This design comes from an exercise in tuning for small area, a short achievable clock period and few clock cycles per item on the open sky130 flow, not from production work.
The RTL was checked by simulation tests, not by an equivalence proof against the original design.
Power figures rest on the tool's default switching activity, not on a simulated workload.

Setup of before:
==> flow/design.v <==
`default_nettype none
package obpk_pkg;
    localparam int MAP_W         = 64;
    localparam int ROW_STRIDE    = 8;
    localparam int GRID_SIDE_DEF = 8;
    localparam int TYPE_W  = 16;
    localparam int POS_W   = 3;
    localparam int SPAN_W  = 4;
    localparam int OFF_W   = 6;
    localparam int AREA_W  = 7;
    localparam int BYTES_W = 9;
    localparam logic [TYPE_W-1:0] NO_FLOAT_TYPE = 16'd2;
    function automatic logic [2:0] first_set(input logic [7:0] v);
        logic [3:0] nib;
        logic [1:0] pair;
        first_set[2] = ~|v[3:0];
        nib          = first_set[2] ? v[7:4] : v[3:0];
        first_set[1] = ~|nib[1:0];
        pair         = first_set[1] ? nib[3:2] : nib[1:0];
        first_set[0] = ~pair[0];
        if (v == 8'd0) first_set = 3'd0;
    endfunction
    function automatic logic [2:0] last_set(input logic [7:0] v);
        logic [3:0] nib;
        logic [1:0] pair;
        last_set[2] = |v[7:4];
        nib         = last_set[2] ? v[7:4] : v[3:0];
        last_set[1] = |nib[3:2];
        pair        = last_set[1] ? nib[3:2] : nib[1:0];
        last_set[0] = pair[1];
    endfunction
    function automatic logic [3:0] span(input logic [2:0] lo, input logic [2:0] hi);
        span = '0;
        for (int i = 0; i < 8; i++) begin
            for (int j = i; j < 8; j++) begin
                if (lo == 3'(i) && hi == 3'(j)) span = span | 4'(j - i + 1);
            end
        end
    endfunction
    function automatic logic [8:0] heightmap_bytes(input logic [8:1] w_hot,
                                                    input logic [3:0] h,
                                                    input logic       depth_only);
        heightmap_bytes = '0;
        for (int i = 1; i <= 8; i++) begin
            for (int j = 1; j <= 8; j++) begin
                if (w_hot[i] && h == 4'(j)) begin
                    heightmap_bytes = heightmap_bytes
                        | (depth_only ? 9'((i + 1) * (j + 1)) : 9'((i + 1) * (j + 1) * 5));
                end
            end
        end
    endfunction
    function automatic logic [3:0] width_of(input logic [8:1] w_hot);
        width_of = '0;
        for (int i = 1; i <= 8; i++) begin
            if (w_hot[i]) width_of = width_of | 4'(i);
        end
    endfunction
    function automatic logic [8:1] width_hot(input logic [2:0] lo, input logic [2:0] hi,
                                             input logic any);
        width_hot = '0;
        for (int i = 0; i < 8; i++) begin
            for (int j = i; j < 8; j++) begin
                if (any && lo == 3'(i) && hi == 3'(j)) width_hot[j - i + 1] = 1'b1;
            end
        end
    endfunction
endpackage
`default_nettype wire
`default_nettype none
module obpk_pack (
    input  wire logic [obpk_pkg::MAP_W-1:0]   i_aligned,
    input  wire logic [8:1]                   i_sel,
    output logic      [obpk_pkg::MAP_W-1:0]   o_packed
);
    logic [8:1][obpk_pkg::MAP_W-1:0] at_width;
    for (genvar k = 1; k <= 8; k++) begin : g_w
        for (genvar r = 0; r < 8; r++) begin : g_row
            assign at_width[k][r*k +: k] = i_aligned[r*8 +: k];
        end
        if (k < 8) begin : g_pad
            assign at_width[k][obpk_pkg::MAP_W-1:8*k] = '0;
        end
    end
    always_comb begin
        o_packed = '0;
        for (int k = 1; k <= 8; k++) begin
            if (i_sel[k]) begin
                o_packed = o_packed | at_width[k];
            end
        end
    end
endmodule
`default_nettype wire
`default_nettype none
module occupancy_box_and_mask_pack (
    input  wire logic                                i_clk,
    input  wire logic                                i_rst_n,
    input  wire logic                                start,
    output logic                                     busy,
    input  wire logic [obpk_pkg::MAP_W-1:0]          i_occupancy,
    input  wire logic [obpk_pkg::TYPE_W-1:0]         i_liquid_type,
    output logic                                     o_strobe,
    output logic      [obpk_pkg::POS_W-1:0]          o_box_x,
    output logic      [obpk_pkg::POS_W-1:0]          o_box_z,
    output logic      [obpk_pkg::SPAN_W-1:0]         o_box_width,
    output logic      [obpk_pkg::SPAN_W-1:0]         o_box_height,
    output logic                                     o_all_filled,
    output logic                                     o_grid_empty,
    output logic                                     o_mask_present,
    output logic      [obpk_pkg::MAP_W-1:0]          o_packed_mask,
    output logic      [obpk_pkg::BYTES_W-1:0]        o_heightmap_bytes
);
    logic [7:0]                     n_rows;
    logic [7:0]                     n_cols;
    logic [obpk_pkg::POS_W-1:0]     n_lo_z;
    logic                           r1_vld;
    logic [obpk_pkg::MAP_W-1:0]     r1_map;
    logic [obpk_pkg::POS_W-1:0]     r1_lo_x;
    logic [obpk_pkg::POS_W-1:0]     r1_lo_z;
    logic [obpk_pkg::POS_W-1:0]     r1_hi_x;
    logic [obpk_pkg::POS_W-1:0]     r1_hi_z;
    logic                           r1_any;
    logic                           r1_full;
    logic                           r1_depth_only;
    logic [obpk_pkg::MAP_W-1:0]     zmap;
    logic                           r2_vld;
    logic [obpk_pkg::MAP_W-1:0]     r2_aligned;
    logic [obpk_pkg::POS_W-1:0]     r2_lo_x;
    logic [obpk_pkg::POS_W-1:0]     r2_lo_z;
    logic [8:1]                     r2_w_hot;
    logic [obpk_pkg::SPAN_W-1:0]    w;
    logic [obpk_pkg::SPAN_W-1:0]    r2_h;
    logic                           r2_full;
    logic                           r2_depth_only;
    assign busy = 1'b0;
    for (genvar z = 0; z < 8; z++) begin : g_row
        assign n_rows[z] = |i_occupancy[z*8 +: 8];
    end
    assign n_cols = i_occupancy[7:0]   | i_occupancy[15:8]  | i_occupancy[23:16]
                  | i_occupancy[31:24] | i_occupancy[39:32] | i_occupancy[47:40]
                  | i_occupancy[55:48] | i_occupancy[63:56];
    assign n_lo_z = obpk_pkg::first_set(n_rows);
    always_ff @(posedge i_clk) begin
        if (!i_rst_n) begin
            r1_vld <= 1'b0;
        end else begin
            r1_vld <= start;
        end
        r1_map        <= n_lo_z[2] ? {32'd0, i_occupancy[63:32]} : i_occupancy;
        r1_lo_x       <= obpk_pkg::first_set(n_cols);
        r1_lo_z       <= n_lo_z;
        r1_hi_x       <= obpk_pkg::last_set(n_cols);
        r1_hi_z       <= obpk_pkg::last_set(n_rows);
        r1_any        <= |n_rows;
        r1_full       <= &i_occupancy;
        r1_depth_only <= (i_liquid_type == obpk_pkg::NO_FLOAT_TYPE);
    end
    assign zmap = r1_map >> {r1_lo_z[1:0], 3'b000};
    always_ff @(posedge i_clk) begin
        if (!i_rst_n) begin
            r2_vld <= 1'b0;
        end else begin
            r2_vld <= r1_vld;
        end
        r2_aligned    <= zmap >> r1_lo_x;
        r2_lo_x       <= r1_lo_x;
        r2_lo_z       <= r1_lo_z;
        r2_w_hot      <= obpk_pkg::width_hot(r1_lo_x, r1_hi_x, r1_any);
        r2_h          <= r1_any ? obpk_pkg::span(r1_lo_z, r1_hi_z) : 4'd0;
        r2_full       <= r1_full;
        r2_depth_only <= r1_depth_only;
    end
    obpk_pack u_pack (
        .i_aligned (r2_aligned),
        .i_sel     (r2_w_hot & {8{~r2_full}}),
        .o_packed  (o_packed_mask)
    );
    assign w = obpk_pkg::width_of(r2_w_hot);
    assign o_strobe          = r2_vld;
    assign o_box_x           = r2_lo_x;
    assign o_box_z           = r2_lo_z;
    assign o_box_width       = w;
    assign o_box_height      = r2_h;
    assign o_all_filled      = r2_full;
    assign o_grid_empty      = ~|r2_w_hot;
    assign o_mask_present    = |r2_w_hot & ~r2_full;
    assign o_heightmap_bytes = obpk_pkg::heightmap_bytes(r2_w_hot, r2_h, r2_depth_only);
endmodule
`default_nettype wire
export LEC_CHECK = 0
export CAP_MARGIN = 20
export CORE_MARGIN = 2
export CORE_UTILIZATION = 40
export SETUP_SLACK_MARGIN = 1.5
export SLEW_MARGIN = 20
create_clock -name core_clock -period 4.5 [get_ports {i_clk}]
standard.sh (not shown) runs the stock make flow with config.mk's settings and CLKGATE_MAP_FILE= SYNTH_SCRIPT=/design/flow/synth_recipe.tcl, a recipe that flattens the netlist after the stock synthesis.
==> flow/flow/run.sh <==
#!/bin/bash
# Standard layout, with plain buffers on the ports instead of the
# delay-cell buffers that buffer_ports picks on its own.
set -euo pipefail
export BUFFER_PORTS_ARGS="-buffer_cell sky130_fd_sc_hd__buf_2"
bash standard.sh > standard_flow.log 2>&1
before reached the end of the flow, and the finished layout is clean on the timing, DRC and antenna checks.
Testbench counts of before, summed over its fixed seeds: cycles 16,016, items 16,000.
## Diff of input files: after against before
- SETUP_SLACK_MARGIN: 1.5 -> unset
==> flow/run.sh (new file) <==
#!/bin/bash
# synth_recipe.tcl (not shown) runs the flow's synth.tcl, then flattens the netlist and writes it again
# the make line also repeats each setting of config.mk as NAME=value (left out here)
make -C /OpenROAD-flow-scripts/flow DESIGN_CONFIG=/design/flow/config.mk WORK_HOME=/design/flow/orfs CLKGATE_MAP_FILE= SYNTH_SCRIPT=/design/flow/synth_recipe.tcl finish
removed: flow/flow/run.sh
removed: flow/standard.sh
==> comparison <==
Compared with before, after shows a wire length reported by the detailed router that is about 3% lower. The lower via count of after and before is in after. Clock network fraction of design power (after over before): decrease, 1.0 points. Going from before to after, power grew slightly.

## what the ideal ports hide
How much do the figures lean on ideal ports? The routed layouts below were timed once more, with nothing changed but the port constraints.
Step 1, drivers: a clkbuf_16 drives i_clk and a buf_2 each remaining input, both assumed.
Step 2 times the ports against the registers' clock, not the clock port: input delays grow and output delays shrink by t, the midpoint of the rising clock arrivals with the driver on.
Slacks: no drivers / after step 1 / after step 2; pairs: no drivers / after step 1.
run	shift t [ns]	slack for setup (ns)	hold WS [ns]	worst register clock-pin slew, ns	worst data-port slew with drivers (ns)
before	0.468	1.186 / 1.140 / 1.305	0.330 / 0.330 / 0.330	0.08 / 0.08	0.03
after	0.480	0.284 / 0.231 / 0.711	0.327 / 0.327 / 0.327	0.08 / 0.08	0.04
After both steps setup and hold are still met in every run listed.
